Context: an optimization exercise on an open-source flow, tuned for small area, a short achievable clock period and few clock cycles per item. The choices shown serve that exercise and are no tape-out recipe. At most, simulation tests tie the RTL to the original design; equivalence was not proved.

Setup of trial 89:
## conv_stream_mac
module conv_stream_mac
#(
    parameter int DATA_W = 8,
    parameter int KSIZE  = 4,
    parameter int OUT_W  = 16
) (
    input  logic                          clk,
    input  logic                          rst,
    input  logic                          k_valid,
    output logic                          k_ready,
    input  logic [DATA_W-1:0]             k_data,
    input  logic                          in_valid,
    output logic                          in_ready,
    input  logic [KSIZE*KSIZE*DATA_W-1:0] in_window,
    input  logic                          relu_en,
    output logic                          out_valid,
    input  logic                          out_ready,
    output logic [OUT_W-1:0]              out_data,
    output logic                          out_neg,
    output logic                          kernel_ok
);
==> flow/config.mk <==
export PLATFORM = sky130hd
export DESIGN_NAME = conv_stream_mac
export DESIGN_NICKNAME = conv_stream_mac
export VERILOG_FILES = /design/flow/design.v
export SDC_FILE = /design/flow/constraint.sdc
export NUM_CORES = 4
export LEC_CHECK = 0
export ABC_AREA = 1
export CAP_MARGIN = 20
export CORE_MARGIN = 2
export CORE_UTILIZATION = 60
export CTS_BUF_LIST = sky130_fd_sc_hd__clkbuf_8
export SETUP_SLACK_MARGIN = 2.9
export SLEW_MARGIN = 20
export SYNTH_HIERARCHICAL = 1
==> flow/constraint.sdc <==
create_clock -name core_clock -period 5.5 [get_ports {clk}]
set_input_delay 1.1000 -clock core_clock [delete_from_list [all_inputs] [get_ports {clk}]]
set_output_delay 1.1000 -clock core_clock [all_outputs]
set_load 0.01 [all_outputs]
standard.sh (not shown) runs the stock make flow with config.mk's settings and CLKGATE_MAP_FILE= SYNTH_SCRIPT=/design/flow/synth_recipe.tcl, a recipe that flattens the netlist after the stock synthesis.
==> flow/flow/run.sh <==
#!/bin/bash
# Standard layout, but the port buffers are buf_2 cells instead of the
# default choice (a slow delay buffer), so inputs and outputs are not slowed.
set -euo pipefail
export BUFFER_PORTS_ARGS="-buffer_cell sky130_fd_sc_hd__buf_2"
bash standard.sh > standard_flow.log 2>&1
Testbench counts of trial 89, summed over its fixed seeds: cycles 7,632, items 7,200.
What trial 97 does differently from trial 89 at the input level:
Settings: changing CORE_UTILIZATION from 60 to 40; removing CTS_BUF_LIST (formerly sky130_fd_sc_hd__clkbuf_8).
## What came out
No run among trial 97 and trial 89 stopped early or left any final violation; all are clean.
Trial 97 vs. trial 89: first-pass GRT wire length went down, average detailed-routed wire length per instance now sits lower, share of the clock period used by the worst path after layout has increased.
Delta(post-route cell area, trial 97 - trial 89) > 0
reg2reg as the path type of the worst setup path was reported by trial 97, and reg2out by trial 89.

Another version of the RTL of conv_stream_mac (not shown whole).
Size: ~40000 um^2 of cells after synthesis.
clock: 5.5 ns
lec_check: 0
abc_area: 1
cap_margin: 20
core_margin: 2
core_utilization: 60
setup_slack_margin: 2.9
slew_margin: 20
synth_hierarchical: 1
==> flow/flow/run.sh <==
#!/bin/bash
# Standard layout with two changes: the port buffers are buf_2 cells instead
# of the default choice (a slow delay buffer), and clock tree synthesis builds
# the tree from clkbuf_8 cells without dummy loads.
set -euo pipefail
export BUFFER_PORTS_ARGS="-buffer_cell sky130_fd_sc_hd__buf_2"
export CTS_ARGS="-sink_clustering_enable -repair_clock_nets -dont_use_dummy_load -buf_list sky130_fd_sc_hd__clkbuf_8"
bash standard.sh > standard_flow.log 2>&1
The baseline finished with timing, DRC and antenna clean.
Next try:
Settings changed: ABC_CLOCK_PERIOD_IN_PS set to 2600.
=>
- The new run finished with timing, DRC and antenna clean
- synthesized cell count does not change
- setup slack stays the same
- worst hold slack stays the same
- fmax does not change
- routed wire length stays the same
- sequential share of layout area stays the same
- cell area is unchanged
- via count stays the same
- global-route usage is unchanged
- clock skew does not change
No functional check of the RTL was part of any run of this note.

== run 1 ==
conv_stream_mac, a different RTL version from the one above (not shown whole).
Size in the first run: about 660 flip-flops, about 39,000 sq um of cells after synthesis.
Design conv_stream_mac, start of the top module:
module conv_stream_mac
#(
    parameter int DATA_W = 8,
    parameter int KSIZE  = 4,
    parameter int OUT_W  = 16
) (
    input  logic                          clk,
    input  logic                          rst,
    input  logic                          k_valid,
    output logic                          k_ready,
    input  logic [DATA_W-1:0]             k_data,
    input  logic                          in_valid,
    output logic                          in_ready,
    input  logic [KSIZE*KSIZE*DATA_W-1:0] in_window,
    input  logic                          relu_en,
    output logic                          out_valid,
    input  logic                          out_ready,
    output logic [OUT_W-1:0]              out_data,
    output logic                          out_neg,
    output logic                          kernel_ok
);
Settings: LEC_CHECK=0, ABC_AREA=1, CAP_MARGIN=20, CORE_MARGIN=2, CORE_UTILIZATION=60, SETUP_SLACK_MARGIN=2.7, SLEW_MARGIN=20, SYNTH_HIERARCHICAL=1; clock period 5.5 ns.
==> flow/flow/run.sh <==
#!/bin/bash
# Standard layout with two changes: the port buffers are buf_2 cells instead
# of the default choice (a slow delay buffer), and clock tree synthesis builds
# the tree from clkbuf_8 cells without dummy loads, up to 14 flip-flops per leaf buffer.
set -euo pipefail
export BUFFER_PORTS_ARGS="-buffer_cell sky130_fd_sc_hd__buf_2"
export CTS_ARGS="-sink_clustering_enable -repair_clock_nets -dont_use_dummy_load -buf_list sky130_fd_sc_hd__clkbuf_8 -sink_clustering_size 14 -sink_clustering_max_diameter 80"
bash standard.sh > standard_flow.log 2>&1
Testbench counts of run 1, summed over its fixed seeds: cycles 7,632, items 7,200.
Edits applied to the flow inputs when going from run 1 to run 2:
==> flow/flow/run.sh <==
#!/bin/bash
# Standard layout with two changes: the port buffers are buf_2 cells instead
# of the default choice (a slow delay buffer), and clock tree synthesis builds
# the tree from clkbuf_8 cells without dummy loads.
set -euo pipefail
export BUFFER_PORTS_ARGS="-buffer_cell sky130_fd_sc_hd__buf_2"
export CTS_ARGS="-sink_clustering_enable -repair_clock_nets -dont_use_dummy_load -buf_list sky130_fd_sc_hd__clkbuf_8"
bash standard.sh > standard_flow.log 2>&1
-- flow/config.mk --
<<< run 1, line 11
export CORE_UTILIZATION = 60
export SETUP_SLACK_MARGIN = 2.7
export SLEW_MARGIN = 20
>>> run 2, line 11
export CORE_UTILIZATION = 60
export SETUP_SLACK_MARGIN = 3.0
export SLEW_MARGIN = 20
[summary]
- Run 2 ran to completion and came out clean on the timing, design-rule and antenna checks.
- From run 1 to run 2 the numbers moved as follows: net total in the final layout now larger.
- [compare] base=run 1 new=run 2: floorplan die area now sits at about the same level, final cycle utilization of the critical path has decreased.
- The final reports for run 2 and run 1 show relative area change from synthesis to final layout higher in the former.
- Run 1 -> run 2: number of hold violations in the final report flat
- Of run 1 and run 2, the higher global-route usage over all layers belongs to run 2.
- First-pass GRT wire length in run 2 vs run 1: up about 4%
- Summary: minimum setup slack after placement, run 2 worse than run 1
- The routed length on met1 in run 2 sits 1100 um above the value recorded for run 1.
[inputs] run 3 vs run 2
-- flow/config.mk --
<<< run 2, line 11
export CORE_UTILIZATION = 60
export SETUP_SLACK_MARGIN = 3.0
export SLEW_MARGIN = 20
>>> run 3, line 11
export CORE_UTILIZATION = 60
export SETUP_SLACK_MARGIN = 2.7
export SLEW_MARGIN = 20
### Flow results
Run 3 did not stop at any stage, and its layout met the timing, design-rule and antenna checks.
Run 2 -> run 3: H-tree level count delta 0, exact match
Run 3 vs run 2, sum of buffers and inverters on the critical path went up by 2.
In run 3 relative to run 2, final layout net count had gone down slightly.
Run 2 → run 3: detailed-routed wire length on met3 saw a decrease, global-route usage over all layers lower.
[compare] base=run 2 new=run 3: maximum frequency -4.4%, weighted congestion at the end of routability-driven global placement +0.035, buffer share of cell area -1.1 points.

v6:
Starting RTL as in the previous note.
Settings: LEC_CHECK=0, ABC_AREA=1, CAP_MARGIN=20, CORE_MARGIN=2, CORE_UTILIZATION=60, SETUP_SLACK_MARGIN=2.8, SLEW_MARGIN=20, SYNTH_HIERARCHICAL=1; clock period 5.5 ns.
==> flow/flow/run.sh <==
#!/bin/bash
# Standard layout with two changes: the port buffers are buf_2 cells instead
# of the default choice (a slow delay buffer), and clock tree synthesis builds
# the tree from clkbuf_8 cells without dummy loads, up to 14 flip-flops per leaf buffer.
set -euo pipefail
export BUFFER_PORTS_ARGS="-buffer_cell sky130_fd_sc_hd__buf_2"
export CTS_ARGS="-sink_clustering_enable -repair_clock_nets -dont_use_dummy_load -buf_list sky130_fd_sc_hd__clkbuf_8 -sink_clustering_size 14 -sink_clustering_max_diameter 80"
bash standard.sh > standard_flow.log 2>&1
Testbench counts of v6, summed over its fixed seeds: cycles 7,632, items 7,200.
> inputs changed (v6 -> v7)
Settings: swapping 2.8 for 2.9 in SETUP_SLACK_MARGIN.
==> flow/flow/run.sh <==
#!/bin/bash
# Standard layout with two changes: the port buffers are buf_2 cells instead
# of the default choice (a slow delay buffer), and clock tree synthesis builds
# the tree from clkbuf_8 cells without dummy loads.
set -euo pipefail
export BUFFER_PORTS_ARGS="-buffer_cell sky130_fd_sc_hd__buf_2"
export CTS_ARGS="-sink_clustering_enable -repair_clock_nets -dont_use_dummy_load -buf_list sky130_fd_sc_hd__clkbuf_8"
bash standard.sh > standard_flow.log 2>&1
Findings:
- v7 reports a higher wire length than v6 does.
- v6 → v7: count of routing violations after the opening detailed-route iteration went down 15; met3 global-route usage higher.
- Delta (v7 minus v6): cell count higher; number of buffer and inverter instances along the worst setup path increased 3; final area rose about 5.6%; maximum number of pins on one net before global-route repair now sits higher.
- v7 — via count 507 higher, v6 as reference

v20:
conv_stream_mac again, from the RTL that the note above started with.
==> flow/config.mk <==
export PLATFORM = sky130hd
export DESIGN_NAME = conv_stream_mac
export DESIGN_NICKNAME = conv_stream_mac
export VERILOG_FILES = /design/flow/design.v
export SDC_FILE = /design/flow/constraint.sdc
export NUM_CORES = 4
export LEC_CHECK = 0
export ABC_AREA = 1
export CAP_MARGIN = 20
export CORE_MARGIN = 2
export CORE_UTILIZATION = 60
export SETUP_SLACK_MARGIN = 2.7
export SLEW_MARGIN = 20
export SYNTH_HIERARCHICAL = 1
==> flow/constraint.sdc <==
create_clock -name core_clock -period 5.5 [get_ports {clk}]
set_input_delay 1.1000 -clock core_clock [delete_from_list [all_inputs] [get_ports {clk}]]
set_output_delay 1.1000 -clock core_clock [all_outputs]
set_load 0.01 [all_outputs]
==> flow/flow/run.sh <==
#!/bin/bash
# Standard layout with two changes: the port buffers are buf_2 cells instead
# of the default choice (a slow delay buffer), and clock tree synthesis builds
# the tree from clkbuf_8 cells without dummy loads, up to 12 flip-flops per leaf buffer.
set -euo pipefail
export BUFFER_PORTS_ARGS="-buffer_cell sky130_fd_sc_hd__buf_2"
export CTS_ARGS="-sink_clustering_enable -repair_clock_nets -dont_use_dummy_load -buf_list sky130_fd_sc_hd__clkbuf_8 -sink_clustering_size 12 -sink_clustering_max_diameter 70"
bash standard.sh > standard_flow.log 2>&1
The flow did not stop early for v20: all stages ran, and the layout cleared the timing, design-rule and antenna checks.
Testbench counts of v20, summed over its fixed seeds: cycles 7,632, items 7,200.
Setup changes, v20 to v24
==> flow/flow/run.sh <==
#!/bin/bash
# Standard layout with two changes: the port buffers are buf_2 cells instead
# of the default choice (a slow delay buffer), and clock tree synthesis builds
# the tree from clkbuf_8 cells without dummy loads.
set -euo pipefail
export BUFFER_PORTS_ARGS="-buffer_cell sky130_fd_sc_hd__buf_2"
export CTS_ARGS="-sink_clustering_enable -repair_clock_nets -dont_use_dummy_load -buf_list sky130_fd_sc_hd__clkbuf_8"
bash standard.sh > standard_flow.log 2>&1
diff --git a/flow/config.mk b/flow/config.mk
--- a/flow/config.mk
+++ b/flow/config.mk
@@ -10,5 +10,5 @@
 export CORE_MARGIN = 2
 export CORE_UTILIZATION = 60
-export SETUP_SLACK_MARGIN = 2.7
+export SETUP_SLACK_MARGIN = 2.6
 export SLEW_MARGIN = 20
 export SYNTH_HIERARCHICAL = 1
v24 — buffering overhead 0.16 points lower, v20 as reference
Flop-to-flop setup slack: v24 vs v20 down 0.13 ns
Core utilization: v24 higher than v20
Inputs modified between v24 and v4:
diff --git a/flow/config.mk b/flow/config.mk
--- a/flow/config.mk
+++ b/flow/config.mk
@@ -9,6 +9,6 @@
 export CAP_MARGIN = 20
 export CORE_MARGIN = 2
-export CORE_UTILIZATION = 60
-export SETUP_SLACK_MARGIN = 2.6
+export CORE_UTILIZATION = 70
+export SETUP_SLACK_MARGIN = 2.7
 export SLEW_MARGIN = 20
 export SYNTH_HIERARCHICAL = 1
==> comparison <==
Post-CTS resize count up 4 in v4 wrt v24. v4 vs. v24: setup slack now sits higher; worst path required time now sits higher; overall via count from detail_route higher. Relative to v24, maximum frequency has gone up in v4. In v4, the cell count came out about 2.3% below the value in v24. Looking at critical path depth across v24 and v4, the one that comes out higher is v24. Delta (v4 minus v24): number of non-clock buffers grew by 7.7%; total instance count after detailed placement shrank by about 2.6%.
Changes in v46 relative to v4:
diff --git a/flow/config.mk b/flow/config.mk
--- a/flow/config.mk
+++ b/flow/config.mk
@@ -9,6 +9,6 @@
 export CAP_MARGIN = 20
 export CORE_MARGIN = 2
-export CORE_UTILIZATION = 70
-export SETUP_SLACK_MARGIN = 2.7
+export CORE_UTILIZATION = 60
+export SETUP_SLACK_MARGIN = 2.5
 export SLEW_MARGIN = 20
 export SYNTH_HIERARCHICAL = 1
--- outcome ---
v46 went all the way through the flow, and no timing, DRC or antenna check failed. The library cell contributing the largest single delay on the critical path comes out fa_2 in one run and dfrtp_1 in the other, namely in v4 and v46 respectively. Summary: with v4 as the reference, first-pass GRT wire length in v46 moved down slightly. | clock latency on the worst-skew pair | v46 vs v4 | 0.04 ns higher |. On sequential share of cell area, v46 and v4 are basically level.

[re-timing with driven ports]
How much do the figures lean on ideal ports? The routed layouts below were timed once more, with nothing changed but the port constraints.
Step 1, drivers: a clkbuf_16 drives clk and a buf_2 each remaining input, both assumed.
Step 2 times the ports against the registers' clock, not the clock port: input delays grow and output delays shrink by t, the midpoint of the rising clock arrivals with the driver on.
Slacks: no drivers / after step 1 / after step 2; pairs: no drivers / after step 1.
run	t (ns)	slack for setup (ns)	worst data-port slew with drivers (ns)
trial 89	0.782	2.897 / 2.832 / 2.246	0.07
trial 97	0.723	2.878 / 2.878 / 2.285	0.06
the first run of note 2	0.769	2.844 / 2.797 / 2.215	0.05
the second run of note 2	0.769	2.844 / 2.797 / 2.215	0.05
run 1	0.748	2.795 / 2.749 / 2.242	0.04
run 2	0.762	2.918 / 2.880 / 2.289	0.05
run 3	0.771	2.800 / 2.732 / 2.188	0.04
v6	0.738	2.800 / 2.800 / 2.113	0.05
v7	0.756	2.847 / 2.808 / 2.167	0.05
v20	0.708	2.810 / 2.750 / 2.233	0.04
v24	0.770	2.675 / 2.675 / 2.160	0.04
v4	0.763	2.732 / 2.732 / 2.096	0.06
v46	0.773	2.677 / 2.609 / 2.161	0.04
After both steps every run listed still meets setup and hold. The setup slack of v6, which loses most, moves by 0.000 ns with the drivers and by -0.687 ns with both steps.
